Background: an optimization exercise with open tools, aiming at small area, a short achievable clock period and few clock cycles. Do not read the settings as production practice. Only simulation tests tie the RTL to the original design; equivalence was not proved. Power and IR drop assume default switching activity.

<file path="design/flow/flow/run.sh">
#!/bin/bash
# Standard ORFS layout (the standard.sh) with two placement/CTS choices changed:
#  - port buffers use buf_1 instead of the default delay-buffer cell;
#  - CTS clusters up to 14 sinks per clkbuf_8 leaf and inserts no dummy loads.
# Every tool's full output goes to a log file in this folder (and ORFS's own logs).
set -euo pipefail
export BUFFER_PORTS_ARGS="-buffer_cell sky130_fd_sc_hd__buf_1"
export CTS_ARGS="-sink_clustering_enable -repair_clock_nets -dont_use_dummy_load -buf_list sky130_fd_sc_hd__clkbuf_8 -sink_clustering_size 14 -sink_clustering_max_diameter 50"
bash standard.sh finish > orfs_make.log 2>&1
cp orfs/logs/*/sknobs_knob_table/base/*.log . 2>/dev/null || true
test -f out/final.def
</file>
<file path="design/flow/standard.sh">
#!/bin/bash
# synth_recipe.tcl (not shown) runs the flow's synth.tcl, then flattens the netlist and writes it again
# the make line also repeats each setting of config.mk as NAME=value (left out here)
make -C /OpenROAD-flow-scripts/flow DESIGN_CONFIG=/design/flow/config.mk WORK_HOME=/design/flow/orfs CLKGATE_MAP_FILE= SYNTH_SCRIPT=/design/flow/synth_recipe.tcl "${@:-finish}"
</file>
<file path="design/flow/config.mk">
export PLATFORM = sky130hd
export DESIGN_NAME = sknobs_knob_table
export DESIGN_NICKNAME = sknobs_knob_table
export VERILOG_FILES = /design/flow/design.v
export SDC_FILE = /design/flow/constraint.sdc
export NUM_CORES = 4
export LEC_CHECK = 0
export CAP_MARGIN = 20
export CORE_MARGIN = 2
export CORE_UTILIZATION = 70
export SETUP_SLACK_MARGIN = 3.0
export SLEW_MARGIN = 20
</file>
<file path="design/flow/constraint.sdc">
create_clock -name core_clock -period 6.0 [get_ports {clk}]
set_input_delay 1.2000 -clock core_clock [delete_from_list [all_inputs] [get_ports {clk}]]
set_output_delay 1.2000 -clock core_clock [all_outputs]
set_load 0.01 [all_outputs]
</file>
<file path="design/flow/design.v">
`default_nettype none
package sknobs_hw_pkg;
   localparam int unsigned KT_NUM_ENTRIES = 16;
   localparam int unsigned KT_KEY_W       = 32;
   localparam int unsigned KT_VAL_W       = 64;
   typedef enum logic [1:0] {
      IDLE   = 2'd0,
      SEARCH = 2'd1,
      RESP   = 2'd2,
      WRITE  = 2'd3
   } kt_state_e;
   typedef enum logic {
      OP_GET = 1'b0,
      OP_SET = 1'b1
   } kt_op_e;
   typedef struct packed {
      logic [KT_KEY_W-1:0] key;
      logic [KT_VAL_W-1:0] value;
   } kt_entry_t;
endpackage
`default_nettype wire
`default_nettype none
module sknobs_kt_storage
#(
   parameter int unsigned NUM_ENTRIES = sknobs_hw_pkg::KT_NUM_ENTRIES,
   parameter int unsigned KEY_W       = sknobs_hw_pkg::KT_KEY_W,
   parameter int unsigned VAL_W       = sknobs_hw_pkg::KT_VAL_W
) (
   input  logic                   clk,
   input  logic [NUM_ENTRIES-1:0] wr_en,
   input  logic [KEY_W-1:0]       wr_key,
   input  logic [VAL_W-1:0]       wr_value,
   input  logic [KEY_W-1:0]       cmp_key,
   input  logic [NUM_ENTRIES-1:0] cmp_mask,
   output logic [NUM_ENTRIES-1:0] cmp_match,
   input  logic [NUM_ENTRIES-1:0] rd_sel,
   output logic [VAL_W-1:0]       rd_value
);
   logic [KEY_W-1:0] key_q   [NUM_ENTRIES];
   logic [VAL_W-1:0] value_q [NUM_ENTRIES];
   always_ff @(posedge clk) begin
      for (int i = 0; i < int'(NUM_ENTRIES); i++) begin
         if (wr_en[i]) begin
            key_q[i]   <= wr_key;
            value_q[i] <= wr_value;
         end
      end
   end
   always_comb begin
      for (int i = 0; i < int'(NUM_ENTRIES); i++) begin
         cmp_match[i] = cmp_mask[i] && (key_q[i] == cmp_key);
      end
   end
   always_comb begin
      rd_value = '0;
      for (int i = 0; i < int'(NUM_ENTRIES); i++) begin
         rd_value = rd_value | (value_q[i] & {VAL_W{rd_sel[i]}});
      end
   end
endmodule
`default_nettype wire
`default_nettype none
module sknobs_knob_table
#(
   parameter int unsigned NUM_ENTRIES = sknobs_hw_pkg::KT_NUM_ENTRIES,
   parameter int unsigned KEY_W       = sknobs_hw_pkg::KT_KEY_W,
   parameter int unsigned VAL_W       = sknobs_hw_pkg::KT_VAL_W,
   parameter int unsigned IDX_W       = $clog2(NUM_ENTRIES)
) (
   input  logic             clk,
   input  logic             rst,
   input  logic             clear,
   input  logic             set_valid,
   output logic             set_ready,
   input  logic [KEY_W-1:0] set_key,
   input  logic [VAL_W-1:0] set_value,
   output logic             set_err,
   input  logic             get_valid,
   output logic             get_ready,
   input  logic [KEY_W-1:0] get_key,
   input  logic [VAL_W-1:0] get_default,
   output logic             rsp_valid,
   input  logic             rsp_ready,
   output logic [VAL_W-1:0] rsp_value,
   output logic             rsp_exists,
   output logic [IDX_W:0]   count,
   output logic             full
);
   localparam int unsigned CNT_W = IDX_W + 1;
   logic [CNT_W-1:0]       count_q;         
   logic                   err_q;           
   logic                   r_valid_q;       
   logic                   r_set_q;         
   logic [KEY_W-1:0]       r_key_q;
   logic [VAL_W-1:0]       r_val_q;         
   logic [NUM_ENTRIES-1:0] r_idx_q;         
   logic                   r_app_q;         
   logic [NUM_ENTRIES-1:0] wvalid_q;        
   logic [NUM_ENTRIES-1:0] next_q;          
   logic                   rsp_valid_q;
   logic [VAL_W-1:0]       rsp_value_q;
   logic                   rsp_exists_q;
   logic                   pend_q;          
   logic                   stall;
   logic [KEY_W-1:0]       a_key;
   logic [VAL_W-1:0]       a_val;
   logic [NUM_ENTRIES-1:0] a_match, a_idx;
   logic                   a_fwd, a_any, a_new, full_w;
   assign stall  = r_valid_q && !r_set_q && rsp_valid_q && !rsp_ready;
   assign full_w = count_q[IDX_W];
   assign a_key  = {get_valid ? get_key[KEY_W-1:KEY_W/2] : set_key[KEY_W-1:KEY_W/2],
                    set_valid ? set_key[KEY_W/2-1:0]     : get_key[KEY_W/2-1:0]};
   assign a_val  = {set_valid ? set_value[VAL_W-1:VAL_W/2] : get_default[VAL_W-1:VAL_W/2],
                    get_valid ? get_default[VAL_W/2-1:0]   : set_value[VAL_W/2-1:0]};
   assign a_fwd  = r_valid_q && r_set_q && (|r_idx_q) && (r_key_q == a_key);
   assign a_any = (|a_match) || a_fwd;
   assign a_new = set_valid && !a_any;
   assign a_idx = a_match | (a_fwd ? r_idx_q : '0) | (a_new ? next_q : '0);
   logic [NUM_ENTRIES-1:0] wr_en;
   logic                   do_get;
   logic [VAL_W-1:0]       rd_value;
   logic                   r_any;
   assign wr_en  = (r_valid_q && r_set_q) ? r_idx_q : '0;
   assign do_get = r_valid_q && !r_set_q && !stall;
   assign r_any  = |r_idx_q;
   sknobs_kt_storage #(
      .NUM_ENTRIES (NUM_ENTRIES),
      .KEY_W       (KEY_W),
      .VAL_W       (VAL_W)
   ) u_storage (
      .clk       (clk),
      .wr_en     (wr_en),
      .wr_key    (r_key_q),
      .wr_value  (r_val_q),
      .cmp_key   (a_key),
      .cmp_mask  (wvalid_q),
      .cmp_match (a_match),
      .rd_sel    (r_idx_q),
      .rd_value  (rd_value)
   );
   always_ff @(posedge clk) begin
      r_key_q <= a_key;
      if (!stall) begin
         r_set_q <= set_valid;
         r_val_q <= a_val;
         r_idx_q <= a_idx;
      end
      if (do_get) begin
         rsp_value_q  <= r_any ? rd_value : r_val_q;
         rsp_exists_q <= r_any;
      end
      if (rst) begin
         count_q     <= '0;
         wvalid_q    <= '0;
         next_q      <= NUM_ENTRIES'(1);
         err_q       <= 1'b0;
         r_valid_q   <= 1'b0;
         r_app_q     <= 1'b0;
         rsp_valid_q <= 1'b0;
         pend_q      <= 1'b0;
      end else begin
         err_q   <= !stall && a_new && full_w;
         r_app_q <= !stall && a_new && !full_w;
         if (clear) begin
            count_q  <= '0;
            wvalid_q <= '0;
            next_q   <= NUM_ENTRIES'(1);
         end else begin
            if (!stall && a_new && !full_w) begin
               count_q <= count_q + CNT_W'(1);
               next_q  <= next_q << 1;
            end
            if (r_app_q) wvalid_q <= wvalid_q | r_idx_q;
         end
         if (!stall) r_valid_q <= set_valid || get_valid;
         if (do_get) rsp_valid_q <= 1'b1;
         else if (rsp_ready) rsp_valid_q <= 1'b0;
         pend_q <= (stall || get_valid) && (do_get || (rsp_valid_q && !rsp_ready));
      end
   end
   assign set_ready  = !pend_q || rsp_ready;
   assign get_ready  = !pend_q || rsp_ready;
   assign rsp_valid  = rsp_valid_q;
   assign rsp_value  = rsp_value_q;
   assign rsp_exists = rsp_exists_q;
   assign set_err    = err_q;
   assign count      = count_q;
   assign full       = full_w;
endmodule
`default_nettype wire
</file>
==> results of run 1 <==
-- cell type report --
| class | count | area share |
|---|---|---|
| clock buffers | 154 | 0.0283 |
| well taps | 1265 | 0.0211 |
| diodes | 7 | 0.000234 |
| repair buffers | 600 | 0.0578 |
| flip-flops and latches | 1756 | 0.693 |
| inverters | 35 | 0.00199 |
| multi-input cells | 1728 | 0.197 |
-- kinds of logic after synthesis --
| family | share of synthesized area |
|---|---|
| XOR/XNOR | 0.0707 |
| multiplexers | 0.0189 |
| AO/OA/AOI/OAI | 0.0755 |
| buffers and inverters | 0.0206 |
| AND/OR/NAND/NOR | 0.0392 |
| flip-flops | 0.775 |
| adder cells (fa/ha/maj) | 0.000186 |
-- sequential cells by signal, indices dropped and copies added, names as in the netlist, 5 cells and up --
signal             cells
next_q                16
u_storage.value_q   1024
wvalid_q              16
count_q                5
r_key_q               32
r_val_q               64
rsp_value_q           64
r_idx_q               16
u_storage.key_q      512
-- worst max-delay path: stages --
cell and delay (ns):
clkbuf_8 0.21, mux2i_4 0.36, buf_6 0.17, buf_4 0.11, xnor2_1 0.06, nor4_1 0.49
nand4_1 0.19, nor3_1 0.25, buf_4 0.21, nor4_4 0.07, nand3_2 0.15, nor2_4 0.07
a221o_1 0.29
-- layer usage --
layer	vias to the layer above	wire, um	GRT usage
li1	15900	-	-
met1	20200	69000	0.553
met2	3390	97400	0.654
met3	592	25700	0.0736
met4	8	10800	0.193
met5	-	55	0
-- layout by cell type, fill, tap and decap left out, drive strengths merged, types with 3 or more instances in the layout --
cell type	n
dfxtp	74
o22a	64
and3	22
inv	33
diode	7
a22o	86
nor2	37
buf	594
a21bo	8
nor4	133
nor3	24
nand3b	7
edfxtp	1682
xor2	8
mux2i	47
xnor2	529
clkbuf	160
mux2	64
a2111oi	7
nand3	53
a21oi	21
a221o	8
nand2b	3
nand4	135
a22oi	342
nand2	20
a221oi	85
a41oi	8
-- where the power goes --
group / total, mW / internal [mW] / leakage [nW] / switching, mW
combinational: 1.73 / 0.683 / 6.12 / 1.04
clock: 5.88 / 2.29 / 1.11 / 3.59
sequential: 13.9 / 13.7 / 15.9 / 0.224
total: 21.5 / 16.6 / 23.1 / 4.86
-- worst paths after layout --
check / endpoint / slack (ns) / cells past startpoint
max: r_idx_q[6] / 2.72 / 13
min: u_storage.key_q[6][19] / 0.44 / 0
max reg2reg: r_idx_q[4] / 2.88 / 6
min reg2reg: u_storage.key_q[6][19] / 0.44 / 0
-- what timing repair did --
action,in CTS,in global routing
setup buffers,98,62
setup endpoints to repair,137,199
pin swaps,29,30
cloned,6,7
resized for setup,119,68
==> impl_metrics.yaml, run 1 <==
routing:
  post_drt_wl_per_cell_um: 36.6
  drt-total-wl_um: 203000
  drc_errors: 0
  vias: 40100
  final_antenna_net_count: 0
  first_pass_iters: 6
  drtIter0Drc: 6868
  via_per_inst: 7.24
critical_path:
  crit_fanout: 7
  r2r-start: "r_key_q[2]"
  crit_type: "in -> reg"
  worstPathArrival_ns: 3.84
  crit_path_start_kind: "primary input"
  crit_start: "set_valid"
  critPathRequiredTime_ns: 6.56
  worstSetupEndpointType: "register"
sta:
  period_share: 0.546
  min_period_ns: 3.28
  hold-worst-slack_ns: 0.445
  skew_ns: 0.0732
  tightestPinTransition_ns: 1.24
  relSlewSlack: 0.174
  rsz0062_at_grt: "yes"
  drv_slew: 0
  tns_ns: 0
  setup_viol: 0
  postLayoutSetupSlackWorst_ns: 2.72
  fmax_ghz: 0.305
  hold_viol: 0
logic_synthesis:
  syn_nets: 3923
  yosys-top-cells-area: "edfxtp_1 (75%), xnor2_1 (6.8%), a22oi_1 (3.8%)"
  ys.flop_type: "edfxtp_1"
  synth_area_um2: 67100
  synth_edf_count: 1682
  yosysTopAreaCell: "edfxtp_1"
  post_synth_most_frequent_cells: "edfxtp_1 (1682), xnor2_1 (524), a22oi_1 (342), nand4_1 (134), nor4_1 (130)"
  synth_seq_cells: 1756
  synthMostInstantiatedCell: "edfxtp_1"
  postSynthCellCount: 3724
  synth_top_area_frac: 0.753
  syn_area_per_cell_um2: 18.0
  synth_cell_types: 51
  ys_warn_count: 4
  ys_seq_area_frac: 0.775
  async_flop_share: 0
die:
  core_um2: 95000
  start_util: 0.706
  dieArea_um2: 98300
  num_io_pins: 273
  row_count: 113
  die_w_um: 314
  fp.dieH_um: 314
cells_and_area:
  final_area_um2: 75000
  stdcell_count: 5545
  drive_gt1_frac: 0.167
  multi_input_area_um2: 14800
  n_fill_cell: 5128
  area.sequential_um2: 52000
  nets: 4474
  area_growth_pct: 11.8
  final_util: 0.789
clocking:
  hold_buffers: 0
  clk_path_buf_depth: 3
  cts.clk_slew.worst_paths_ns: 0.08
  cts_inserted_buffers: 154
  tritoncts: "done"
  cts_sinks: 1756
  clock-root-buffer: "clkbuf_8"
  clk-insertion-delay-late_ns: 0.89
  h-tree-depth: 4
worst_hold_path:
  min-delay-start: "r_key_q[19]"
  hold_class: "reg -> reg"
power_and_ir_drop:
  power_density_nw_per_um2: 287
  p_total_mw: 21.5
  ir_worst_vdd_uv: 264
  leakagePower_nw: 23.1
global_routing:
  grt_pass1_wl_um: 278000
  antenna_found_initial: 10
  grt_pass1_vias: 39000
  overflow: 0
  grt_usage: 0.408
  grt_start_max_net_pins: 80
job:
  maxCapViolations: 0
place:
  placed_area_um2: 70300
  place_inst: 5210
  dp_hpwl_um: 108000
  place_congestion: 0.944
  numPortBuffers: 272
  pre_cts_slack_ns: 0.654
status:
  status: "timing/DRC/antenna clean"
Testbench counts, summed over its fixed seeds: cycles 8,013.
==> run 2, diff against run 1 <==
--- a/design/flow/config.mk
+++ b/design/flow/config.mk
@@ -8,5 +8,5 @@
 export CAP_MARGIN = 20
 export CORE_MARGIN = 2
-export CORE_UTILIZATION = 70
+export CORE_UTILIZATION = 65
 export SETUP_SLACK_MARGIN = 3.0
 export SLEW_MARGIN = 20
==> impl_metrics.yaml, run 2 <==
status:
  status: "timing/DRC/antenna clean"
logic_synthesis:
  postSynthCellCount: 3724
  ys.flop_type: "edfxtp_1"
  ys_warn_count: 4
  post_synth_most_frequent_cells: "edfxtp_1 (1682), xnor2_1 (524), a22oi_1 (342), nand4_1 (134), nor4_1 (130)"
  synth_seq_cells: 1756
  yosys-top-cells-area: "edfxtp_1 (75%), xnor2_1 (6.8%), a22oi_1 (3.8%)"
  synth_edf_count: 1682
  synth_cell_types: 51
  synth_top_area_frac: 0.753
  syn_area_per_cell_um2: 18.0
  yosysTopAreaCell: "edfxtp_1"
  async_flop_share: 0
  ys_seq_area_frac: 0.775
  syn_nets: 3923
  synth_area_um2: 67100
  synthMostInstantiatedCell: "edfxtp_1"
sta:
  tightestPinTransition_ns: 1.19
  tns_ns: 0
  skew_ns: 0.0598
  setup_viol: 0
  hold_viol: 0
  min_period_ns: 3.34
  drv_slew: 0
  hold-worst-slack_ns: 0.477
  fmax_ghz: 0.300
  rsz0062_at_grt: "yes"
  period_share: 0.556
  relSlewSlack: 0.209
clocking:
  tritoncts: "done"
  clk_path_buf_depth: 3
  clock-root-buffer: "clkbuf_8"
  h-tree-depth: 4
  clk-insertion-delay-late_ns: 0.88
  cts.clk_slew.worst_paths_ns: 0.09
  cts_inserted_buffers: 153
  cts_sinks: 1756
die:
  fp.dieH_um: 325
  row_count: 117
  die_w_um: 325
  core_um2: 102000
  start_util: 0.657
  dieArea_um2: 106000
  num_io_pins: 273
critical_path:
  worstSetupEndpointType: "register"
  crit_type: "in -> reg"
  critPathRequiredTime_ns: 6.77
  crit_path_start_kind: "primary input"
  crit_fanout: 8
  worstPathArrival_ns: 4.11
  reg2reg_slack_ns: 2.81
place:
  placed_area_um2: 70500
  dp_hpwl_um: 109000
  place_congestion: 0.955
  numPortBuffers: 272
routing:
  drt-total-wl_um: 203000
  drtIter0Drc: 5868
  vias: 39500
  via_per_inst: 7.05
  first_pass_iters: 5
  final_antenna_net_count: 0
  post_drt_wl_per_cell_um: 36.3
  drc_errors: 0
cells_and_area:
  nets: 4439
  layout_common_cells: "edfxtp_1 (1682), xnor2_1 (509), a22oi_1 (342), buf_1 (270), buf_4 (198)"
  final_util: 0.735
  final_area_um2: 75000
  top_regs: "u_storage.value_q (1024), u_storage.key_q (512)"
  largest_reg_flops: 1024
  final_common_cell: "edfxtp_1"
  drive_gt1_frac: 0.160
  area_growth_pct: 11.7
  largest-register: "u_storage.value_q"
global_routing:
  grt_usage: 0.383
  grt_start_max_net_pins: 84
  overflow: 0
  grt_pass1_vias: 39200
  grt_pass1_wl_um: 284000
  antenna_found_initial: 4
job:
  maxCapViolations: 0
power_and_ir_drop:
  leakagePower_nw: 23.0
  power_density_nw_per_um2: 287
  ir_worst_vdd_uv: 256
worst_hold_path:
  hold_class: "reg -> reg"
-- run 2: cell counts after synthesis --
No cell type changed its count.
-- run 2: worst paths after layout --
path                            endpoint  depth (start not counted)        start
setup / recovery              next_q[10]                         14    set_valid
hold / removal    u_storage.key_q[15][1]                          0   r_key_q[1]
setup reg to reg              next_q[10]                         13  r_idx_q[13]
hold reg to reg   u_storage.key_q[15][1]                          0   r_key_q[1]
-- run 2: layout make-up --
type / count / area [um^2]
fillers: 6151 / 27100
diodes: 1 / 2.50
repair buffers: 570 / 4250
multi-input cells: 1723 / 14700
inverters: 35 / 148
repair inverters: 1 / 7.51
well taps: 1368 / 1710
flip-flops and latches: 1756 / 52000
clock buffers: 153 / 2110
-- run 2: what timing repair did --
item,4_1_cts,5_1_grt
setup buffers,115,15
pin swaps,48,19
gates cloned,10,1
hold endpoints to repair,0,0
hold buffers,0,0
gates resized for setup,160,30
setup endpoints to repair,350,109
-- run 2: layer usage --
layer  share of wire  track usage  up-vias
met5        0.000064            0        -
met4           0.049        0.169        2
met3            0.11       0.0726      472
met2            0.48        0.615     3000
met1            0.36        0.517    20200
li1                -            -    15800
-- run 2: power by group --
| part | internal [mW] | total (mW) | switching (mW) |
|---|---|---|---|
| Clock | 2.28 | 5.92 | 3.64 |
| Sequential | 13.7 | 13.9 | 0.251 |
| Combinational | 0.667 | 1.66 | 0.993 |
-- run 2: through the flow --
step	cells	setup WS (ns)	power, mW
2_1_floorplan	3724	2.44	14.9
3_3_place_gp	5311	0.765	15.5
3_5_place_dp	5311	0.665	15.6
4_1_cts	5589	2.88	21.4
5_1_grt	5607	2.59	22.0
6_report	5607	2.66	21.5
-- run 2: worst max-delay path: stages --
cell and delay [ns]:
clkbuf_16 0.17, mux2i_4 0.29, buf_6 0.23, xnor2_1 0.16, nor4_1 0.08, nand4_1 0.46, nor3_4 0.12, nor4_4 0.36
buf_4 0.19, nand4_4 0.11, buf_6 0.16, nor2_4 0.17, clkbuf_16 0.19, mux2i_1 0.19
-- run 2: kinds of logic (layout without fill, tap and decap cells) --
kind of cell | after synthesis | count (layout) | synth area share
DFF | 1756 | 1756 | 0.775
and+or+nand+nor | 436 | 439 | 0.0392
muxes | 111 | 111 | 0.0189
buffers and inverters | 248 | 759 | 0.0206
xor gates and xnor gates | 537 | 537 | 0.0707
other | 0 | 1 | 0
AOI/OAI and AO/OA | 635 | 635 | 0.0755
adders and majority gates | 1 | 1 | 0.000186
==> run 3, diff against run 2 <==
--- a/design/flow/config.mk
+++ b/design/flow/config.mk
@@ -8,5 +8,5 @@
 export CAP_MARGIN = 20
 export CORE_MARGIN = 2
-export CORE_UTILIZATION = 65
-export SETUP_SLACK_MARGIN = 3.0
+export CORE_UTILIZATION = 70
+export SETUP_SLACK_MARGIN = 3.3
 export SLEW_MARGIN = 20
==> impl_metrics.yaml, run 3 <==
sta:
  hold_viol: 0
  tns_ns: 0
  period_share: 0.578
  tightestPinTransition_ns: 1.17
  drv_slew: 0
  fmax_ghz: 0.288
  relSlewSlack: 0.222
  rsz0062_at_grt: "yes"
  skew_ns: 0.0518
  postLayoutSetupSlackWorst_ns: 2.53
  min_period_ns: 3.47
  setup_viol: 0
logic_synthesis:
  synth_seq_cells: 1756
  synthMostInstantiatedCell: "edfxtp_1"
  synth_area_um2: 67100
  yosys-top-cells-area: "edfxtp_1 (75%), xnor2_1 (6.8%), a22oi_1 (3.8%)"
  synth_cell_types: 51
  ys.flop_type: "edfxtp_1"
  postSynthCellCount: 3724
  synth_top_area_frac: 0.753
  post_synth_most_frequent_cells: "edfxtp_1 (1682), xnor2_1 (524), a22oi_1 (342), nand4_1 (134), nor4_1 (130)"
  synth_edf_count: 1682
  syn_area_per_cell_um2: 18.0
  yosysTopAreaCell: "edfxtp_1"
  async_flop_share: 0
  ys_seq_area_frac: 0.775
  ys_warn_count: 4
  syn_nets: 3923
routing:
  via_per_inst: 7.26
  final_antenna_net_count: 0
  vias: 40000
  drt-total-wl_um: 203000
  drtIter0Drc: 6537
  drc_errors: 0
  first_pass_iters: 8
  post_drt_wl_per_cell_um: 36.8
cells_and_area:
  largest_reg_flops: 1024
  n_fill_cell: 5060
  area_growth_pct: 12.1
  top_regs: "u_storage.value_q (1024), u_storage.key_q (512)"
  final_common_cell: "edfxtp_1"
  largest-register: "u_storage.value_q"
  drive_gt1_frac: 0.173
  layout_common_cells: "edfxtp_1 (1682), xnor2_1 (501), a22oi_1 (342), buf_1 (249), buf_4 (205)"
  nets: 4443
die:
  row_count: 113
  start_util: 0.706
  core_um2: 95000
  num_io_pins: 273
  fp.dieH_um: 314
  dieArea_um2: 98300
  die_w_um: 314
clocking:
  tritoncts: "done"
  cts.clk_slew.worst_paths_ns: 0.08
  h-tree-depth: 4
  clk_path_buf_depth: 3
  clk-insertion-delay-late_ns: 0.87
  cts_sinks: 1756
  hold_buffers: 0
  clock-root-buffer: "clkbuf_8"
  cts_inserted_buffers: 156
job:
  maxCapViolations: 0
status:
  status: "timing/DRC/antenna clean"
critical_path:
  crit_type: "in -> reg"
  crit_path_frequent_cell: "buf_4"
  crit_path_start_kind: "primary input"
  crit_fanout: 9
  critPathRequiredTime_ns: 6.76
  slowest_delay_ns: 0.62
  worstSetupEndpointType: "register"
  worstPathArrival_ns: 4.23
  crit_chain: "clkbuf_16 > mux2i_4 > buf_6 > buf_12 > xnor2_1 > nor4_1 > nand3_1 > nor3_4 > nor4_4 > buf_4 > nand4_4 > buf_4 > or4_4 > a21oi_2"
  critPathSlowestCell: "xnor2_1"
place:
  numPortBuffers: 272
  dp_hpwl_um: 105000
  place_congestion: 0.989
  pre_cts_slack_ns: 0.710
global_routing:
  overflow: 0
  antenna_found_initial: 5
  grt_pass1_vias: 39700
  grt_start_max_net_pins: 97
  grt_pass1_wl_um: 282000
  grt_usage: 0.412
power_and_ir_drop:
  power_density_nw_per_um2: 286
  leakagePower_nw: 23.3
  ir_worst_vdd_uv: 275
worst_hold_path:
  hold_class: "reg -> reg"
-- run 3: cell counts after synthesis --
No cell type changed its count.
-- run 3: layout make-up --
type                       count  area, um^2  share of cell area
timing repair buffer         567        4250              0.0565
tap                         1265        1580              0.0210
sequential                  1756       52000               0.691
multi-input combinational   1728       15100               0.200
clock buffer                 156        2150              0.0285
antenna                        6        15.0            0.000200
inverter                      35         149             0.00198
-- run 3: routing by layer --
metal	up-vias	share of wire	global-route usage
li1	15900	-	-
met1	20100	0.34	0.554
met2	3444	0.48	0.655
met3	634	0.13	0.0834
met4	2	0.057	0.206
met5	-	0.000059	0
-- run 3: power by group --
part,switching (mW),internal [mW],total (mW)
sequential,0.233,13.7,13.9
combinational,1.03,0.678,1.71
clock,3.62,2.32,5.94
-- run 3: stage by stage --
step | cells | hold WS [ns] | area (um^2) | total power [mW] | util
floorplan | 3724 | 0.436 | 67300 | 14.9 | -
global placement | 5191 | 0.420 | 70200 | 15.5 | 0.739
detailed placement | 5191 | 0.420 | 70200 | 15.6 | 0.739
CTS | 5482 | 0.445 | 74500 | 21.4 | 0.784
global route | 5513 | 0.461 | 75200 | 22.0 | 0.792
finish | 5513 | 0.446 | 75200 | 21.5 | 0.792
-- run 3: final timing paths --
kind | cells after the start | slack, ns | to | start
worst min register to register | 0 | 0.45 | u_storage.key_q[3][17] | r_key_q[17]
worst min-delay path | 0 | 0.45 | u_storage.key_q[3][17] | r_key_q[17]
worst max register to register | 9 | 2.86 | r_idx_q[13] | r_key_q[12]
worst max-delay path | 14 | 2.53 | count_q[2] | get_valid
-- run 3: what timing repair did --
action / 4_1_cts / 5_1_grt
pin swaps: 59 / 21
setup buffers: 125 / 22
endpoints found under the hold margin: 0 / 0
setup endpoints to repair: 778 / 155
gates resized for setup: 180 / 87
gates cloned: 10 / 2
-- run 3: cell families (layout without fill, tap and decap cells) --
family / after synthesis / count (layout) / synth area share
muxes: 111 / 111 / 0.0189
and+or+nand+nor: 436 / 444 / 0.0392
xor gates and xnor gates: 537 / 537 / 0.0707
DFF: 1756 / 1756 / 0.775
adders and majority gates: 1 / 1 / 0.000186
AOI/OAI and AO/OA: 635 / 635 / 0.0755
other: 0 / 6 / 0
buffers and inverters: 248 / 758 / 0.0206
-- run 3: critical path: cells and delay by family --
family	cells	cell delay, ns
muxes	1	0.24
AOI/OAI and AO/OA	1	0.16
buffers and inverters	5	0.85
xor gates and xnor gates	1	0.62
and+or+nand+nor	6	1.13
==> run 4, diff against run 3 <==
==> design/flow/flow/run.sh (replaced) <==
#!/bin/bash
# Standard ORFS layout (the standard.sh) with three choices changed:
#  - port buffers use buf_1 instead of the default delay-buffer cell;
#  - CTS clusters up to 14 sinks per clkbuf_8 leaf and inserts no dummy loads;
#  - timing repair may resize a cell to one of a different footprint
#    (MATCH_CELL_FOOTPRINT=0; the platform sets 1).
# Every tool's full output goes to a log file in this folder (and ORFS's own logs).
set -euo pipefail
export BUFFER_PORTS_ARGS="-buffer_cell sky130_fd_sc_hd__buf_1"
export CTS_ARGS="-sink_clustering_enable -repair_clock_nets -dont_use_dummy_load -buf_list sky130_fd_sc_hd__clkbuf_8 -sink_clustering_size 14 -sink_clustering_max_diameter 50"
sed 's/CLKGATE_MAP_FILE= /CLKGATE_MAP_FILE= MATCH_CELL_FOOTPRINT=0 /' standard.sh > standard_fp.sh
grep -q 'MATCH_CELL_FOOTPRINT=0' standard_fp.sh
bash standard_fp.sh finish > orfs_make.log 2>&1
cp orfs/logs/*/sknobs_knob_table/base/*.log . 2>/dev/null || true
test -f out/final.def
--- a/design/flow/config.mk
+++ b/design/flow/config.mk
@@ -9,4 +9,4 @@
 export CORE_MARGIN = 2
 export CORE_UTILIZATION = 70
-export SETUP_SLACK_MARGIN = 3.3
+export SETUP_SLACK_MARGIN = 3.0
 export SLEW_MARGIN = 20
==> impl_metrics.yaml, run 4 <==
status:
  status: "timing/DRC/antenna clean"
worst_hold_path:
  min_path_cells: 0
  hold_class: "reg -> reg"
  whs_endpoint: "u_storage.key_q[6][19]"
  min-delay-start: "r_key_q[19]"
place:
  numPortBuffers: 272
  dp_hpwl_um: 108000
  place_congestion: 0.944
sta:
  skew_ns: 0.0770
  tns_ns: 0
  min_period_ns: 3.38
  fmax_ghz: 0.296
  setup_viol: 0
  tightestPinTransition_ns: 1.20
  rsz0062_at_grt: "yes"
  period_share: 0.564
  drv_slew: 0
  relSlewSlack: 0.199
  hold_viol: 0
clocking:
  tritoncts: "done"
  cts_sinks: 1756
  clk_path_buf_depth: 3
  cts.clk_slew.worst_paths_ns: 0.08
  clk-insertion-delay-late_ns: 0.89
  clock-root-buffer: "clkbuf_8"
  h-tree-depth: 4
  cts_inserted_buffers: 154
logic_synthesis:
  synthMuxAreaShare: 0.0189
  yosysTopAreaCell: "edfxtp_1"
  synth_top_area_frac: 0.753
  syn_nets: 3923
  synth_xor_area_frac: 0.0707
  synth_seq_cells: 1756
  ys.flop_type: "edfxtp_1"
  ys_seq_area_frac: 0.775
  post_synth_most_frequent_cells: "edfxtp_1 (1682), xnor2_1 (524), a22oi_1 (342), nand4_1 (134), nor4_1 (130)"
  synth_top_family_by_area: "compound AO/OA/AOI/OAI gates"
  synth_edf_count: 1682
  synth_area_um2: 67100
  yosys-top-cells-area: "edfxtp_1 (75%), xnor2_1 (6.8%), a22oi_1 (3.8%)"
  synthMostInstantiatedCell: "edfxtp_1"
  synthAdderAreaFrac: 0.000187
  ys_warn_count: 4
  postSynthCellCount: 3724
  syn_area_per_cell_um2: 18.0
  async_flop_share: 0
  synth_cell_types: 51
  synth_compound_area_frac: 0.0755
  synthSimpleGateAreaFrac: 0.0392
cells_and_area:
  top_regs: "u_storage.value_q (1024), u_storage.key_q (512)"
  largest_reg_flops: 1024
  layout_common_cells: "edfxtp_1 (1682), xnor2_1 (506), a22oi_1 (342), buf_1 (270), buf_4 (221)"
  drive_gt1_frac: 0.166
  area_growth_pct: 12.0
  final_common_cell: "edfxtp_1"
  largest-register: "u_storage.value_q"
  nets: 4460
die:
  fp.dieH_um: 314
  row_count: 113
  num_io_pins: 273
  core_um2: 95000
  die_w_um: 314
  dieArea_um2: 98300
  start_util: 0.706
critical_path:
  rr_worst_depth: 9
  crit_fanout: 7
  reg2reg_slack_ns: 2.88
  critPathRequiredTime_ns: 6.56
  reg2reg_to: "r_idx_q[8]"
  worstSetupEndpointType: "register"
  crit_type: "in -> reg"
  crit_path_start_kind: "primary input"
  worstPathArrival_ns: 3.94
  r2r-start: "r_key_q[2]"
routing:
  via_per_inst: 7.26
  drt-total-wl_um: 203000
  post_drt_wl_per_cell_um: 36.7
  drtIter0Drc: 6535
  final_antenna_net_count: 0
  drc_errors: 0
  first_pass_iters: 9
  vias: 40100
power_and_ir_drop:
  leakagePower_nw: 23.2
  ir_worst_vdd_uv: 264
  clkPwrFrac: 0.274
  pwr-share-seq: 0.646
  switching_share: 0.226
  p_total_mw: 21.5
  internal-power_mw: 16.6
  power_frac_comb: 0.081
  p_sw_mw: 4.87
  power_density_nw_per_um2: 286
global_routing:
  grt_pass1_wl_um: 280000
  grt_usage: 0.410
  grt_start_max_net_pins: 80
  grt_pass1_vias: 39200
  antenna_found_initial: 10
  grt.met1_usage: 0.553
  grt_use_met2: 0.655
  grt_use_met3: 0.0760
  overflow: 0
  grt_busiest_layer: "met2"
job:
  maxCapViolations: 0
==> run 4: cell counts after synthesis <==
Identical to the previous run, type by type.
==> run 4: layer usage <==
metal	wire [um]	share of wire
met5	54	0.00027
met3	26000	0.13
met2	97200	0.48
met4	11400	0.056
met1	68600	0.34
==> run 4: layout make-up <==
class / instances / area [um^2]
Sequential cell: 1756 / 52000
Fill cell: 5074 / 19900
Multi-Input combinational cell: 1725 / 14900
Timing Repair Buffer: 589 / 4430
Clock buffer: 154 / 2120
Tap cell: 1265 / 1580
Inverter: 35 / 149
Antenna cell: 5 / 12.5
==> run 4: cells by family after synthesis <==
group / Yosys count
xor+xnor: 537
buf+inv: 248
fa+ha+maj: 1
flops: 1756
simple gates: 436
compound gates: 635
mux: 111
==> run 4: per-stage QoR <==
step           cells  utilization  hold slack (ns)  cell area (um^2)  worst slack (ns)
2_1_floorplan   3724            -            0.436             67200              2.44
3_3_place_gp    5210        0.740            0.419             70300             0.669
3_5_place_dp    5210        0.740            0.418             70300             0.654
4_1_cts         5477        0.783            0.447             74400              2.74
5_1_grt         5527        0.791            0.469             75100              2.60
6_report        5529        0.791            0.449             75100              2.62
==> run 4: timing repair <==
item,4_1_cts,5_1_grt
setup buffers,107,42
resized for setup,151,61
pin swaps,44,32
endpoints found under the setup margin,137,199
gates cloned,6,4
hold buffers,0,0
==> run 4: how the worst max path moves through the flow <==
stage	startpoint	depth (start not counted)	slack [ns]	to
3_3_place_gp	set_valid	11	0.67	r_idx_q[10]
2_1_floorplan	set_valid	14	2.44	r_idx_q[12]
3_5_place_dp	set_valid	11	0.65	r_idx_q[11]
6_report	get_valid	14	2.62	r_idx_q[8]
4_1_cts	get_valid	14	2.74	r_idx_q[6]
5_1_grt	get_valid	14	2.60	r_idx_q[8]
==> run 4: power groups by stage <==
stage	clock network [mW]	logic, mW	registers [mW]
final	5.89	1.74	13.9
after global routing	6.31	1.78	13.9
after global placement	0	1.42	14.1
after CTS	5.89	1.62	13.9
after floorplan	0	0.794	14.1
after detailed placement	0	1.43	14.1
==> run 4: worst max-delay path: stages <==
cell and delay, ns:
buf_16 0.11, buf_4 0.12, mux2i_4 0.31, buf_6 0.21
xnor2_1 0.13, nor4_1 0.54, nand4_1 0.21, nor3_1 0.25
buf_4 0.21, nor4_4 0.06, nand3_2 0.09, nor2_4 0.06
buf_12 0.13, a221o_1 0.30
==> run 5, diff against run 4 <==
--- a/design/flow/design.v
+++ b/design/flow/design.v
@@ -94,8 +94,8 @@
    logic [KEY_W-1:0]       r_key_q;
    logic [VAL_W-1:0]       r_val_q;         
-   logic [NUM_ENTRIES-1:0] r_idx_q;         
+   logic [NUM_ENTRIES-1:0] r_hit_q;         
    logic                   r_app_q;         
    logic [NUM_ENTRIES-1:0] wvalid_q;        
-   logic [NUM_ENTRIES-1:0] next_q;          
+   logic [NUM_ENTRIES:0]   next_q;          
    logic                   rsp_valid_q;
    logic [VAL_W-1:0]       rsp_value_q;
@@ -105,5 +105,5 @@
    logic [KEY_W-1:0]       a_key;
    logic [VAL_W-1:0]       a_val;
-   logic [NUM_ENTRIES-1:0] a_match, a_idx;
+   logic [NUM_ENTRIES-1:0] a_match, a_hit, r_w;
    logic                   a_fwd, a_any, a_new, full_w;
    assign stall  = r_valid_q && !r_set_q && rsp_valid_q && !rsp_ready;
@@ -113,15 +113,16 @@
    assign a_val  = {set_valid ? set_value[VAL_W-1:VAL_W/2] : get_default[VAL_W-1:VAL_W/2],
                     get_valid ? get_default[VAL_W/2-1:0]   : set_value[VAL_W/2-1:0]};
-   assign a_fwd  = r_valid_q && r_set_q && (|r_idx_q) && (r_key_q == a_key);
+   assign r_w    = r_hit_q | (r_app_q ? next_q[NUM_ENTRIES:1] : '0);
+   assign a_fwd  = r_valid_q && r_set_q && (|r_w) && (r_key_q == a_key);
    assign a_any = (|a_match) || a_fwd;
    assign a_new = set_valid && !a_any;
-   assign a_idx = a_match | (a_fwd ? r_idx_q : '0) | (a_new ? next_q : '0);
+   assign a_hit = a_match | (a_fwd ? r_w : '0);
    logic [NUM_ENTRIES-1:0] wr_en;
    logic                   do_get;
    logic [VAL_W-1:0]       rd_value;
    logic                   r_any;
-   assign wr_en  = (r_valid_q && r_set_q) ? r_idx_q : '0;
+   assign wr_en  = (r_valid_q && r_set_q) ? r_w : '0;
    assign do_get = r_valid_q && !r_set_q && !stall;
-   assign r_any  = |r_idx_q;
+   assign r_any  = |r_hit_q;
    sknobs_kt_storage #(
       .NUM_ENTRIES (NUM_ENTRIES),
@@ -136,5 +137,5 @@
       .cmp_mask  (wvalid_q),
       .cmp_match (a_match),
-      .rd_sel    (r_idx_q),
+      .rd_sel    (r_hit_q),
       .rd_value  (rd_value)
    );
@@ -144,5 +145,5 @@
          r_set_q <= set_valid;
          r_val_q <= a_val;
-         r_idx_q <= a_idx;
+         r_hit_q <= a_hit;
       end
       if (do_get) begin
@@ -153,5 +154,5 @@
          count_q     <= '0;
          wvalid_q    <= '0;
-         next_q      <= NUM_ENTRIES'(1);
+         next_q      <= (NUM_ENTRIES+1)'(1);
          err_q       <= 1'b0;
          r_valid_q   <= 1'b0;
@@ -165,5 +166,5 @@
             count_q  <= '0;
             wvalid_q <= '0;
-            next_q   <= NUM_ENTRIES'(1);
+            next_q   <= (NUM_ENTRIES+1)'(1);
          end else begin
             if (!stall && a_new && !full_w) begin
@@ -171,5 +172,5 @@
                next_q  <= next_q << 1;
             end
-            if (r_app_q) wvalid_q <= wvalid_q | r_idx_q;
+            if (r_app_q) wvalid_q <= wvalid_q | next_q[NUM_ENTRIES:1];
          end
          if (!stall) r_valid_q <= set_valid || get_valid;
==> design/flow/flow/run.sh (replaced) <==
#!/bin/bash
# Standard ORFS layout (the standard.sh) with two placement/CTS choices changed:
#  - port buffers use buf_1 instead of the default delay-buffer cell;
#  - CTS clusters up to 14 sinks per clkbuf_8 leaf and inserts no dummy loads.
# Every tool's full output goes to a log file in this folder (and ORFS's own logs).
set -euo pipefail
export BUFFER_PORTS_ARGS="-buffer_cell sky130_fd_sc_hd__buf_1"
export CTS_ARGS="-sink_clustering_enable -repair_clock_nets -dont_use_dummy_load -buf_list sky130_fd_sc_hd__clkbuf_8 -sink_clustering_size 14 -sink_clustering_max_diameter 50"
bash standard.sh finish > orfs_make.log 2>&1
cp orfs/logs/*/sknobs_knob_table/base/*.log . 2>/dev/null || true
test -f out/final.def
==> impl_metrics.yaml, run 5 <==
logic_synthesis:
  ys_seq_area_frac: 0.762
  synth_cell_types: 63
  post_synth_most_frequent_cells: "edfxtp_1 (1682), xnor2_1 (513), a22oi_1 (328), nor4_1 (220), nand4_1 (154)"
  ys.flop_type: "edfxtp_1"
  synth_edf_count: 1682
  ys_warn_count: 4
  synth_area_um2: 68300
  postSynthCellCount: 3953
  async_flop_share: 0
  syn_area_per_cell_um2: 17.3
  yosys-top-cells-area: "edfxtp_1 (74%), xnor2_1 (6.6%), a22oi_1 (3.6%)"
  syn_nets: 4152
  synthMostInstantiatedCell: "edfxtp_1"
  yosysTopAreaCell: "edfxtp_1"
  synth_seq_cells: 1757
  synth_top_area_frac: 0.740
cells_and_area:
  largest-register: "u_storage.value_q"
  final_common_cell: "edfxtp_1"
  drive_gt1_frac: 0.153
  area_growth_pct: 11.7
  largest_reg_flops: 1024
  nets: 4671
  layout_common_cells: "edfxtp_1 (1682), xnor2_1 (488), a22oi_1 (328), buf_1 (269), nor4_1 (204)"
  top_regs: "u_storage.value_q (1024), u_storage.key_q (512)"
  final_util: 0.789
die:
  start_util: 0.706
  die_w_um: 316
  row_count: 114
  core_um2: 96700
  fp.dieH_um: 316
  num_io_pins: 273
  dieArea_um2: 100000
clocking:
  clk-insertion-delay-late_ns: 0.88
  clk_path_buf_depth: 3
  cts_sinks: 1757
  cts.clk_slew.worst_paths_ns: 0.09
  cts_inserted_buffers: 155
  tritoncts: "done"
  hold_buffers: 0
  clock-root-buffer: "clkbuf_8"
  h-tree-depth: 4
global_routing:
  antenna_found_initial: 3
  grt_pass1_vias: 40600
  grt_pass1_wl_um: 287000
  grt_usage: 0.413
  overflow: 0
  grt_start_max_net_pins: 97
routing:
  via_per_inst: 7.32
  drt-total-wl_um: 209000
  post_drt_wl_per_cell_um: 36.3
  first_pass_iters: 6
  drc_errors: 0
  vias: 42100
  drtIter0Drc: 7149
  final_antenna_net_count: 0
job:
  maxCapViolations: 0
critical_path:
  worstPathArrival_ns: 3.96
  critPathRequiredTime_ns: 6.75
  worstSetupEndpointType: "register"
  crit_type: "in -> reg"
  crit_fanout: 16
  crit_path_start_kind: "primary input"
sta:
  tns_ns: 0
  drv_slew: 0
  tightestPinTransition_ns: 1.10
  skew_ns: 0.0815
  hold_viol: 0
  period_share: 0.537
  setup_viol: 0
  min_period_ns: 3.22
  relSlewSlack: 0.266
  rsz0062_at_grt: "yes"
  fmax_ghz: 0.311
place:
  place_congestion: 0.986
  dp_hpwl_um: 117000
  numPortBuffers: 272
status:
  status: "timing/DRC/antenna clean"
power_and_ir_drop:
  ir_worst_vdd_uv: 223
  power_density_nw_per_um2: 282
  leakagePower_nw: 23.3
worst_hold_path:
  hold_class: "reg -> reg"
[run 5: changes by cell type after synthesis, sizes merged, moves of 13 or more]
| cell | before | now |
|---|---|---|
| nor2 | 34 | 60 |
| nand3 | 53 | 66 |
| and3 | 17 | 0 |
| nand4 | 135 | 155 |
| a22oi | 342 | 328 |
| nand2 | 20 | 36 |
| a21o | 1 | 16 |
| nor4 | 133 | 222 |
[run 5: stage by stage]
stage | hold slack (ns) | std cells | cell area [um^2] | power [mW] | setup WS (ns)
floorplan | 0.426 | 3953 | 68400 | 14.9 | 2.00
global placement | 0.437 | 5452 | 71500 | 15.6 | 1.02
detailed placement | 0.443 | 5452 | 71500 | 15.6 | 0.970
CTS | 0.464 | 5720 | 75600 | 21.4 | 2.82
global route | 0.494 | 5747 | 76300 | 22.0 | 2.79
finish | 0.465 | 5747 | 76300 | 21.5 | 2.78
[run 5: final timing paths]
| path | slack [ns] | to | cells after the start | start |
|---|---|---|---|---|
| setup reg to reg | 2.94 | u_storage.value_q[6][24] | 5 | r_hit_q[6] |
| setup / recovery | 2.78 | count_q[2] | 13 | get_valid |
| hold / removal | 0.46 | next_q[1] | 2 | next_q[0] |
| hold reg to reg | 0.46 | next_q[1] | 2 | next_q[0] |
[run 5: area by class of cell]
cell class                 instances  area, um^2
clock buffer                     155        2130
inverter                          36         143
tap                             1276        1600
timing repair buffer             568        4150
multi-input combinational       1954       16200
sequential                      1757       52000
antenna                            1        2.50
fill                            5180       20400
[run 5: timing repair]
item                       in CTS  in global routing
resized for setup             144                 75
setup endpoints to repair     748                500
setup buffers                 110                 18
cloned                          3                  8
pin swaps                      23                 26
[run 5: per-layer routing]
metal  up-vias  GRT usage  wire [um]
met4         0      0.232      13900
met1     20800      0.546      70200
met2      3714      0.656      98500
li1      16800          -          -
met3       718     0.0810      26000
met5         -          0          0
[run 5: critical path: stages]
cell and delay, ns:
clkbuf_16 0.18, buf_12 0.14, mux2i_4 0.29, clkinvlp_4 0.31
xnor2_2 0.32, nor4b_1 0.35, nand4_1 0.21, o22ai_2 0.14
o21ba_4 0.21, nand3_4 0.14, nor2_4 0.06, buf_12 0.16
a31o_2 0.23
[run 5: report_power, final]
group,internal [mW],switching (mW),leakage [nW]
clock,2.30,3.62,1.11
combinational,0.656,1.10,6.29
sequential,13.6,0.222,15.9
[run 5: kinds of logic after synthesis]
group | after synthesis | share of synthesized area
AOI/OAI and AO/OA | 665 | 0.0767
muxes | 111 | 0.0179
and+or+nand+nor | 633 | 0.0543
DFF | 1757 | 0.762
adders and majority gates | 1 | 0.000183
xor gates and xnor gates | 536 | 0.0695
buffers and inverters | 250 | 0.0198
Testbench counts of run 5, summed over its fixed seeds: cycles 8,013.
==> run 6, diff against run 5 <==
--- a/design/flow/design.v
+++ b/design/flow/design.v
@@ -97,5 +97,5 @@
    logic                   r_app_q;         
    logic [NUM_ENTRIES-1:0] wvalid_q;        
-   logic [NUM_ENTRIES:0]   next_q;          
+   logic [NUM_ENTRIES-1:0] next_q;          
    logic                   rsp_valid_q;
    logic [VAL_W-1:0]       rsp_value_q;
@@ -108,10 +108,10 @@
    logic                   a_fwd, a_any, a_new, full_w;
    assign stall  = r_valid_q && !r_set_q && rsp_valid_q && !rsp_ready;
-   assign full_w = count_q[IDX_W];
+   assign full_w = r_app_q ? (count_q == CNT_W'(NUM_ENTRIES - 1)) : count_q[IDX_W];
    assign a_key  = {get_valid ? get_key[KEY_W-1:KEY_W/2] : set_key[KEY_W-1:KEY_W/2],
                     set_valid ? set_key[KEY_W/2-1:0]     : get_key[KEY_W/2-1:0]};
    assign a_val  = {set_valid ? set_value[VAL_W-1:VAL_W/2] : get_default[VAL_W-1:VAL_W/2],
                     get_valid ? get_default[VAL_W/2-1:0]   : set_value[VAL_W/2-1:0]};
-   assign r_w    = r_hit_q | (r_app_q ? next_q[NUM_ENTRIES:1] : '0);
+   assign r_w    = r_hit_q | (r_app_q ? next_q : '0);
    assign a_fwd  = r_valid_q && r_set_q && (|r_w) && (r_key_q == a_key);
    assign a_any = (|a_match) || a_fwd;
@@ -154,5 +154,5 @@
          count_q     <= '0;
          wvalid_q    <= '0;
-         next_q      <= (NUM_ENTRIES+1)'(1);
+         next_q      <= NUM_ENTRIES'(1);
          err_q       <= 1'b0;
          r_valid_q   <= 1'b0;
@@ -166,11 +166,9 @@
             count_q  <= '0;
             wvalid_q <= '0;
-            next_q   <= (NUM_ENTRIES+1)'(1);
-         end else begin
-            if (!stall && a_new && !full_w) begin
-               count_q <= count_q + CNT_W'(1);
-               next_q  <= next_q << 1;
-            end
-            if (r_app_q) wvalid_q <= wvalid_q | next_q[NUM_ENTRIES:1];
+            next_q   <= NUM_ENTRIES'(1);
+         end else if (r_app_q) begin
+            count_q  <= count_q + CNT_W'(1);
+            next_q   <= next_q << 1;
+            wvalid_q <= wvalid_q | next_q;
          end
          if (!stall) r_valid_q <= set_valid || get_valid;
@@ -186,5 +184,5 @@
    assign rsp_exists = rsp_exists_q;
    assign set_err    = err_q;
-   assign count      = count_q;
+   assign count      = r_app_q ? count_q + CNT_W'(1) : count_q;
    assign full       = full_w;
 endmodule
==> impl_metrics.yaml, run 6 <==
logic_synthesis:
  yosys-top-cells-area: "edfxtp_1 (76%), xnor2_1 (6.9%), a22oi_1 (3.5%)"
  post_synth_most_frequent_cells: "edfxtp_1 (1682), xnor2_1 (523), a22oi_1 (312), nor4_1 (130), nand4_1 (112)"
  synth_edf_count: 1682
  ys.flop_type: "edfxtp_1"
  synth_top_area_frac: 0.759
  synth_seq_cells: 1756
  ys_warn_count: 4
  postSynthCellCount: 3713
  synthMostInstantiatedCell: "edfxtp_1"
  syn_area_per_cell_um2: 17.9
  ys_seq_area_frac: 0.781
  synth_area_um2: 66600
  yosysTopAreaCell: "edfxtp_1"
  async_flop_share: 0
  syn_nets: 3913
  synth_cell_types: 37
routing:
  drtIter0Drc: 6641
  drc_errors: 0
  via_per_inst: 7.19
  post_drt_wl_per_cell_um: 36.7
  first_pass_iters: 8
  vias: 39400
  drt-total-wl_um: 201000
  final_antenna_net_count: 0
sta:
  min_period_ns: 3.30
  hold_viol: 0
  rsz0062_at_grt: "yes"
  fmax_ghz: 0.303
  drv_slew: 0
  tns_ns: 0
  relSlewSlack: 0.158
  setup_viol: 0
  tightestPinTransition_ns: 1.26
  skew_ns: 0.0610
  period_share: 0.550
die:
  num_io_pins: 273
  dieArea_um2: 97600
  die_w_um: 312
  row_count: 113
  core_um2: 94600
  fp.dieH_um: 312
  start_util: 0.704
cells_and_area:
  area_growth_pct: 10.9
  largest-register: "u_storage.value_q"
  multi_input_area_um2: 14300
  final_common_cell: "edfxtp_1"
  nets: 4414
  final_area_um2: 73800
  drive_gt1_frac: 0.146
  layout_common_cells: "edfxtp_1 (1682), xnor2_1 (520), a22oi_1 (312), buf_1 (264), buf_4 (244)"
  largest_reg_flops: 1024
  n_fill_cell: 5088
  top_regs: "u_storage.value_q (1024), u_storage.key_q (512)"
  area.sequential_um2: 52000
global_routing:
  grt_usage: 0.412
  antenna_found_initial: 2
  grt_start_max_net_pins: 130
  overflow: 0
  grt_pass1_vias: 38600
  grt_pass1_wl_um: 279000
critical_path:
  rr_worst_depth: 5
  reg2reg_to: "u_storage.value_q[12][47]"
  crit_type: "reg -> out"
  r2r-start: "r_app_q"
  worstPathArrival_ns: 2.10
  reg2reg_slack_ns: 2.93
  crit_path_start_kind: "register"
  worstSetupEndpointType: "primary output"
  crit_end: "count[4]"
  critPathRequiredTime_ns: 4.80
  crit_start: "count_q[1]"
  crit_fanout: 2
clocking:
  clk-insertion-delay-late_ns: 0.88
  clk_path_buf_depth: 3
  h-tree-depth: 4
  cts.clk_slew.worst_paths_ns: 0.08
  cts_sinks: 1756
  cts_inserted_buffers: 156
  clock-root-buffer: "clkbuf_8"
  tritoncts: "done"
power_and_ir_drop:
  power_frac_comb: 0.070
  internal-power_mw: 16.5
  pwr-share-seq: 0.651
  switching_share: 0.223
  clkPwrFrac: 0.278
  ir_worst_vdd_uv: 312
  leakagePower_nw: 22.7
  p_total_mw: 21.3
  power_density_nw_per_um2: 288
  p_sw_mw: 4.74
worst_hold_path:
  hold_class: "reg -> reg"
  min-delay-start: "r_key_q[5]"
place:
  numPortBuffers: 272
  place_congestion: 1.01
  dp_hpwl_um: 110000
  placed_area_um2: 70000
job:
  maxCapViolations: 0
status:
  status: "timing/DRC/antenna clean"
run 6: cell count changes after synthesis, sizes merged, moves of 9 or more:
| cell | before | now |
|---|---|---|
| a21o | 16 | 33 |
| a21oi | 29 | 18 |
| a22oi | 328 | 312 |
| nand2 | 36 | 4 |
| nand3b | 14 | 0 |
| nand4 | 155 | 112 |
| nor2 | 60 | 34 |
| nor2b | 13 | 22 |
| nor4 | 222 | 131 |
run 6: power groups by stage:
stage | combinational (mW) | sequential (mW) | clock, mW
5_1_grt | 1.54 | 13.9 | 6.34
3_3_place_gp | 1.28 | 14.1 | 0
2_1_floorplan | 0.685 | 14.1 | 0
3_5_place_dp | 1.29 | 14.1 | 0
4_1_cts | 1.44 | 13.9 | 5.93
6_report | 1.50 | 13.9 | 5.92
run 6: metrics by stage:
step / hold slack, ns / util / worst slack, ns / std cells
3_3_place_gp: 0.446 / 0.740 / 1.04 / 5191
5_1_grt: 0.510 / 0.781 / 2.67 / 5478
4_1_cts: 0.482 / 0.776 / 2.71 / 5455
6_report: 0.489 / 0.781 / 2.70 / 5478
3_5_place_dp: 0.461 / 0.740 / 1.08 / 5191
2_1_floorplan: 0.436 / - / 1.98 / 3713
run 6: worst min-delay path by stage:
stage,to,cells after the start
2_1_floorplan,wvalid_q[0],2
3_3_place_gp,u_storage.key_q[2][5],0
3_5_place_dp,wvalid_q[8],2
4_1_cts,wvalid_q[8],2
5_1_grt,u_storage.key_q[8][5],0
6_report,u_storage.key_q[8][5],0
run 6: cells by family after synthesis:
kind of cell | Yosys count | share of synthesized area
AO/OA/AOI/OAI | 631 | 0.0754
XOR/XNOR | 547 | 0.0720
adder cells (fa/ha/maj) | 2 | 0.000376
buffers and inverters | 250 | 0.0171
flip-flops | 1756 | 0.781
multiplexers | 112 | 0.0181
AND/OR/NAND/NOR | 415 | 0.0359
run 6: critical path, cell delays in order (launching register included):
cell and delay, ns:
dfxtp_2 0.34, ha_4 0.17, and3_4 0.19, ha_4 0.23
a21oi_4 0.19, buf_6 0.13
run 6: cell type report:
class,instances,share of cell area
repair buffers,556,0.0497
inverters,35,0.00181
clock buffers,156,0.0291
diodes,1,0.0000339
well taps,1265,0.0214
flip-flops and latches,1756,0.704
multi-input cells,1709,0.194
run 6: repair_timing:
action / CTS / global route
cloned: 0 / 2
endpoints found under the setup margin: 295 / 102
resized for setup: 38 / 43
buffers inserted: 108 / 19
pin swaps: 3 / 10
hold buffers: 0 / 0
run 6: per-layer routing:
metal  up-vias  part of all wire  track usage
met4         2             0.054        0.199
met5         -          0.000065            0
met2      3438              0.47        0.640
met3       562              0.13       0.0884
li1      15700                 -            -
met1     19700              0.35        0.568
Testbench counts of run 6, summed over its fixed seeds: cycles 8,013.
==> run 7, diff against run 6 <==
--- a/design/flow/design.v
+++ b/design/flow/design.v
@@ -89,4 +89,5 @@
    localparam int unsigned CNT_W = IDX_W + 1;
    logic [CNT_W-1:0]       count_q;         
+   logic [CNT_W-1:0]       count_inc_q;     
    logic                   err_q;           
    logic                   r_valid_q;       
@@ -108,5 +109,5 @@
    logic                   a_fwd, a_any, a_new, full_w;
    assign stall  = r_valid_q && !r_set_q && rsp_valid_q && !rsp_ready;
-   assign full_w = r_app_q ? (count_q == CNT_W'(NUM_ENTRIES - 1)) : count_q[IDX_W];
+   assign full_w = r_app_q ? count_inc_q[IDX_W] : count_q[IDX_W];
    assign a_key  = {get_valid ? get_key[KEY_W-1:KEY_W/2] : set_key[KEY_W-1:KEY_W/2],
                     set_valid ? set_key[KEY_W/2-1:0]     : get_key[KEY_W/2-1:0]};
@@ -153,4 +154,5 @@
       if (rst) begin
          count_q     <= '0;
+         count_inc_q <= CNT_W'(1);
          wvalid_q    <= '0;
          next_q      <= NUM_ENTRIES'(1);
@@ -165,8 +167,10 @@
          if (clear) begin
             count_q  <= '0;
+            count_inc_q <= CNT_W'(1);
             wvalid_q <= '0;
             next_q   <= NUM_ENTRIES'(1);
          end else if (r_app_q) begin
-            count_q  <= count_q + CNT_W'(1);
+            count_q  <= count_inc_q;
+            count_inc_q <= count_inc_q + CNT_W'(1);
             next_q   <= next_q << 1;
             wvalid_q <= wvalid_q | next_q;
@@ -184,5 +188,5 @@
    assign rsp_exists = rsp_exists_q;
    assign set_err    = err_q;
-   assign count      = r_app_q ? count_q + CNT_W'(1) : count_q;
+   assign count      = r_app_q ? count_inc_q : count_q;
    assign full       = full_w;
 endmodule
==> impl_metrics.yaml, run 7 <==
status:
  status: "timing/DRC/antenna clean"
clocking:
  cts_inserted_buffers: 152
  h-tree-depth: 4
  hold_buffers: 0
  clk_path_buf_depth: 3
  cts.clk_slew.worst_paths_ns: 0.08
  clock-root-buffer: "clkbuf_8"
  clk-insertion-delay-late_ns: 0.87
  cts_sinks: 1761
  tritoncts: "done"
critical_path:
  reg2reg_to: "u_storage.value_q[4][57]"
  reg2reg_slack_ns: 2.85
  crit_buf_inv: 1
  worstSetupEndpointType: "register"
  critPathSlowestCell: "nor2_4"
  crit_end: "u_storage.value_q[4][57]"
  path_delay_family: "simple AND/OR/NAND/NOR gates"
  crit_start: "r_set_q"
  crit_path_start_kind: "register"
  worstPathArrival_ns: 3.63
  crit_type: "reg -> reg"
  slowest_delay_ns: 1.09
  crit_chain: "nand2_2 > nor2_4 > buf_12"
  path_depth: 3
  rr_worst_depth: 3
  critPathRequiredTime_ns: 6.48
  r2r-start: "r_set_q"
  crit_fanout: 74
die:
  die_w_um: 313
  num_io_pins: 273
  start_util: 0.706
  row_count: 113
  fp.dieH_um: 313
  dieArea_um2: 98200
  core_um2: 94900
routing:
  drt-total-wl_um: 194000
  via_per_inst: 7.15
  drtIter0Drc: 6613
  drc_errors: 0
  first_pass_iters: 6
  final_antenna_net_count: 0
  vias: 38900
  post_drt_wl_per_cell_um: 35.6
logic_synthesis:
  synth_seq_cells: 1761
  synth_area_um2: 67000
  ys_warn_count: 4
  yosys-top-cells-area: "edfxtp_1 (75%), xnor2_1 (6.5%), a22oi_1 (3.7%)"
  synth_cell_types: 41
  synth_edf_count: 1682
  async_flop_share: 0
  yosysTopAreaCell: "edfxtp_1"
  syn_nets: 3929
  post_synth_most_frequent_cells: "edfxtp_1 (1682), xnor2_1 (494), a22oi_1 (329), nand4_1 (128), nor4_1 (124)"
  syn_area_per_cell_um2: 18.0
  postSynthCellCount: 3730
  synth_top_area_frac: 0.754
  ys_seq_area_frac: 0.778
  synthMostInstantiatedCell: "edfxtp_1"
  ys.flop_type: "edfxtp_1"
global_routing:
  grt_busiest_layer: "met2"
  grt_use_met2: 0.635
  grt_start_max_net_pins: 130
  overflow: 0
  grt_usage: 0.395
  antenna_found_initial: 6
  grt_pass1_vias: 38200
  grt_use_met3: 0.0658
  grt_pass1_wl_um: 271000
  grt.met1_usage: 0.542
sta:
  fmax_ghz: 0.317
  tns_ns: 0
  hold_viol: 0
  tightestPinTransition_ns: 1.17
  period_share: 0.525
  drv_slew: 0
  rsz0062_at_grt: "yes"
  relSlewSlack: 0.216
  postLayoutSetupSlackWorst_ns: 2.85
  min_period_ns: 3.15
  skew_ns: 0.0421
  setup_viol: 0
place:
  dp_hpwl_um: 106000
  place_congestion: 0.972
  numPortBuffers: 272
  pre_cts_slack_ns: 1.24
job:
  maxCapViolations: 0
cells_and_area:
  n_fill_cell: 5341
  drive_gt1_frac: 0.137
  nets: 4382
  layout_common_cells: "edfxtp_1 (1682), xnor2_1 (494), a22oi_1 (329), buf_1 (264), buf_4 (201)"
  largest-register: "u_storage.value_q"
  top_regs: "u_storage.value_q (1024), u_storage.key_q (512)"
  final_common_cell: "edfxtp_1"
  largest_reg_flops: 1024
  multi_input_area_um2: 14200
  area_growth_pct: 9.65
  area.sequential_um2: 52100
worst_hold_path:
  hold_class: "reg -> reg"
power_and_ir_drop:
  ir_worst_vdd_uv: 286
  power_density_nw_per_um2: 288
  leakagePower_nw: 22.2
[run 7: worst min path at each step]
stage	startpoint	slack, ns	cells past startpoint	endpoint
3_5_place_dp	r_key_q[19]	0.42	0	u_storage.key_q[9][19]
6_report	r_key_q[19]	0.43	0	u_storage.key_q[9][19]
2_1_floorplan	wvalid_q[0]	0.44	2	wvalid_q[0]
5_1_grt	r_key_q[19]	0.45	0	u_storage.key_q[9][19]
3_3_place_gp	r_key_q[19]	0.41	0	u_storage.key_q[9][19]
4_1_cts	r_key_q[19]	0.44	0	u_storage.key_q[9][19]
[run 7: logic make-up after synthesis]
family | Yosys count | share of synthesized area
compound gates | 630 | 0.0745
xor+xnor | 545 | 0.0713
fa+ha+maj | 1 | 0.000187
buf+inv | 251 | 0.0212
flops | 1761 | 0.778
mux | 117 | 0.0188
simple gates | 425 | 0.0362
[run 7: metrics by stage]
stage | instances | utilization | total power, mW | hold WS, ns | cell area, um^2
after floorplan | 3730 | - | 14.8 | 0.436 | 67100
after global placement | 5204 | 0.739 | 15.4 | 0.411 | 70100
after detailed placement | 5205 | 0.739 | 15.4 | 0.417 | 70100
after CTS | 5438 | 0.772 | 21.1 | 0.435 | 73200
after global routing | 5448 | 0.774 | 21.6 | 0.451 | 73400
final | 5448 | 0.774 | 21.2 | 0.435 | 73400
[run 7: layout make-up]
cell class                 instances  share of cell area
sequential                      1761               0.709
multi-input combinational       1718               0.193
timing repair buffer             515              0.0452
clock buffer                     152              0.0285
tap                             1265              0.0216
inverter                          35             0.00184
antenna                            2           0.0000682
[run 7: per-layer routing]
metal  wire length [um]  vias up
li1                   -    15600
met1              67700    19600
met2              93100     3137
met3              23000      542
met4              10100        6
met5                 34        -
[run 7: timing repair]
action                                  CTS  global route
pin swaps                                 2             5
setup buffers                            81             6
gates resized for setup                  46            32
endpoints found under the setup margin  410           132
gates cloned                              0             2
[run 7: report_power, final]
| part | leakage, nW | switching (mW) | internal [mW] |
|---|---|---|---|
| logic | 5.19 | 0.908 | 0.543 |
| registers | 15.9 | 0.196 | 13.7 |
| clock network | 1.09 | 3.57 | 2.26 |
[run 7: worst reg2reg max path, delay by kind of cell, from the launching register on]
family        cells  cell delay (ns)
simple gates      2             1.68
buf+inv           1             0.58
flops             1             0.39
Testbench counts of run 7, summed over its fixed seeds: cycles 8,013.
==> run 8, diff against run 7 <==
--- a/design/flow/config.mk
+++ b/design/flow/config.mk
@@ -9,4 +9,4 @@
 export CORE_MARGIN = 2
 export CORE_UTILIZATION = 70
-export SETUP_SLACK_MARGIN = 3.0
+export SETUP_SLACK_MARGIN = 3.3
 export SLEW_MARGIN = 20
==> impl_metrics.yaml, run 8 <==
routing:
  drt-total-wl_um: 199000
  final_antenna_net_count: 0
  via_per_inst: 7.15
  post_drt_wl_per_cell_um: 36.2
  first_pass_iters: 6
  vias: 39300
clocking:
  clk_path_buf_depth: 3
  clock-root-buffer: "clkbuf_8"
  h-tree-depth: 4
  hold_buffers: 0
  cts_inserted_buffers: 157
  clk-insertion-delay-late_ns: 0.89
  tritoncts: "done"
  cts_sinks: 1761
logic_synthesis:
  synthMostInstantiatedCell: "edfxtp_1"
  yosysTopAreaCell: "edfxtp_1"
  post_synth_most_frequent_cells: "edfxtp_1 (1682), xnor2_1 (494), a22oi_1 (329), nand4_1 (128), nor4_1 (124)"
  ys_warn_count: 4
  synth_top_area_frac: 0.754
  synth_seq_cells: 1761
  yosys-top-cells-area: "edfxtp_1 (75%), xnor2_1 (6.5%), a22oi_1 (3.7%)"
  ys_seq_area_frac: 0.778
  postSynthCellCount: 3730
  synth_edf_count: 1682
  syn_area_per_cell_um2: 18.0
  synth_cell_types: 41
power_and_ir_drop:
  ir_worst_vdd_uv: 317
  switching_share: 0.224
  internal-power_mw: 16.6
  power_density_nw_per_um2: 287
  leakagePower_nw: 22.8
  power_frac_comb: 0.071
  p_sw_mw: 4.78
die:
  start_util: 0.706
  dieArea_um2: 98200
  row_count: 113
  fp.dieH_um: 313
  num_io_pins: 273
  die_w_um: 313
global_routing:
  grt_pass1_vias: 38600
  grt_start_max_net_pins: 80
  overflow: 0
cells_and_area:
  area_growth_pct: 11.2
  area.sequential_um2: 52100
  n_fill_cell: 5100
  largest-register: "u_storage.value_q"
  final_common_cell: "edfxtp_1"
  multi_input_area_um2: 14600
  layout_common_cells: "edfxtp_1 (1682), xnor2_1 (483), a22oi_1 (329), buf_1 (252), buf_4 (215)"
  drive_gt1_frac: 0.161
  nets: 4426
sta:
  period_share: 0.509
  setup_viol: 0
  rsz0062_at_grt: "yes"
  tns_ns: 0
  skew_ns: 0.0678
critical_path:
  crit_path_start_kind: "register"
  worstPathArrival_ns: 1.86
  reg2reg_to: "rsp_value_q[3]"
  critPathRequiredTime_ns: 4.80
  crit_type: "reg -> out"
  r2r-start: "r_hit_q[3]"
  worstSetupEndpointType: "primary output"
  rr_worst_depth: 7
  reg2reg_slack_ns: 3.25
status:
  status: "timing/DRC/antenna clean"
worst_hold_path:
  hold_class: "reg -> reg"
  min-delay-start: "r_key_q[10]"
place:
  place_congestion: 0.958
  numPortBuffers: 272
job:
  maxCapViolations: 0
run 8: cell counts after synthesis:
No cell type changed its count.
run 8: area by class of cell:
cell class / instances / area share
Sequential cell: 1761 / 0.700
Multi-Input combinational cell: 1721 / 0.197
Timing Repair Buffer: 551 / 0.0515
Clock buffer: 157 / 0.0290
Tap cell: 1265 / 0.0213
Inverter: 35 / 0.00185
Antenna cell: 1 / 0.0000336
run 8: repair_timing:
action                                  in CTS  in global routing
pin swaps                                   14                 28
gates resized for setup                    132                 61
buffers inserted                            81                 36
cloned                                       5                  2
endpoints found under the setup margin     983                212
run 8: routing by layer:
metal  track usage  routed length [um]  vias up
met2         0.648               95700     3242
met3        0.0831               24700      525
li1              -                   -    15700
met5             0                  12        -
met1         0.542               68100    19800
met4         0.204               10500        2
run 8: logic make-up (layout without fill, tap and decap cells):
family | Yosys count | after routing | synth area share
AOI/OAI and AO/OA | 630 | 630 | 0.0745
xor gates and xnor gates | 545 | 545 | 0.0713
adders and majority gates | 1 | 1 | 0.000187
buffers and inverters | 251 | 743 | 0.0212
DFF | 1761 | 1761 | 0.778
muxes | 117 | 117 | 0.0188
other | 0 | 1 | 0
and+or+nand+nor | 425 | 428 | 0.0362
run 8: worst max-delay path by stage:
stage,startpoint,endpoint,slack (ns),depth (start not counted)
floorplan,rsp_ready,r_hit_q[0],2.95,3
global placement,set_valid,err_q,1.11,10
detailed placement,set_valid,err_q,1.13,10
CTS,r_app_q,count[1],2.90,3
global route,r_app_q,full,2.90,3
finish,r_app_q,count[1],2.94,3
run 8: stage by stage:
| step | util | cells | instance area [um^2] | hold slack, ns | setup WS, ns |
|---|---|---|---|---|---|
| final | 0.785 | 5491 | 74500 | 0.451 | 2.94 |
| after global routing | 0.785 | 5491 | 74500 | 0.467 | 2.90 |
| after CTS | 0.778 | 5452 | 73800 | 0.446 | 2.90 |
| after detailed placement | 0.740 | 5209 | 70200 | 0.425 | 1.13 |
| after global placement | 0.740 | 5209 | 70200 | 0.418 | 1.11 |
| after floorplan | - | 3730 | 67400 | 0.436 | 2.95 |
run 8: critical path: stages (launching register included):
cell	delay, ns
dfxtp_4	0.41
buf_12	0.14
mux2_4	0.32
buf_6	0.13
run 8: power groups by stage:
stage          registers, mW  clock network (mW)  logic (mW)
3_5_place_dp            14.2                   0        1.29
4_1_cts                 13.9                5.96        1.45
6_report                13.9                5.96        1.53
5_1_grt                 13.9                6.38        1.56
2_1_floorplan           14.1                   0       0.725
3_3_place_gp            14.1                   0        1.28
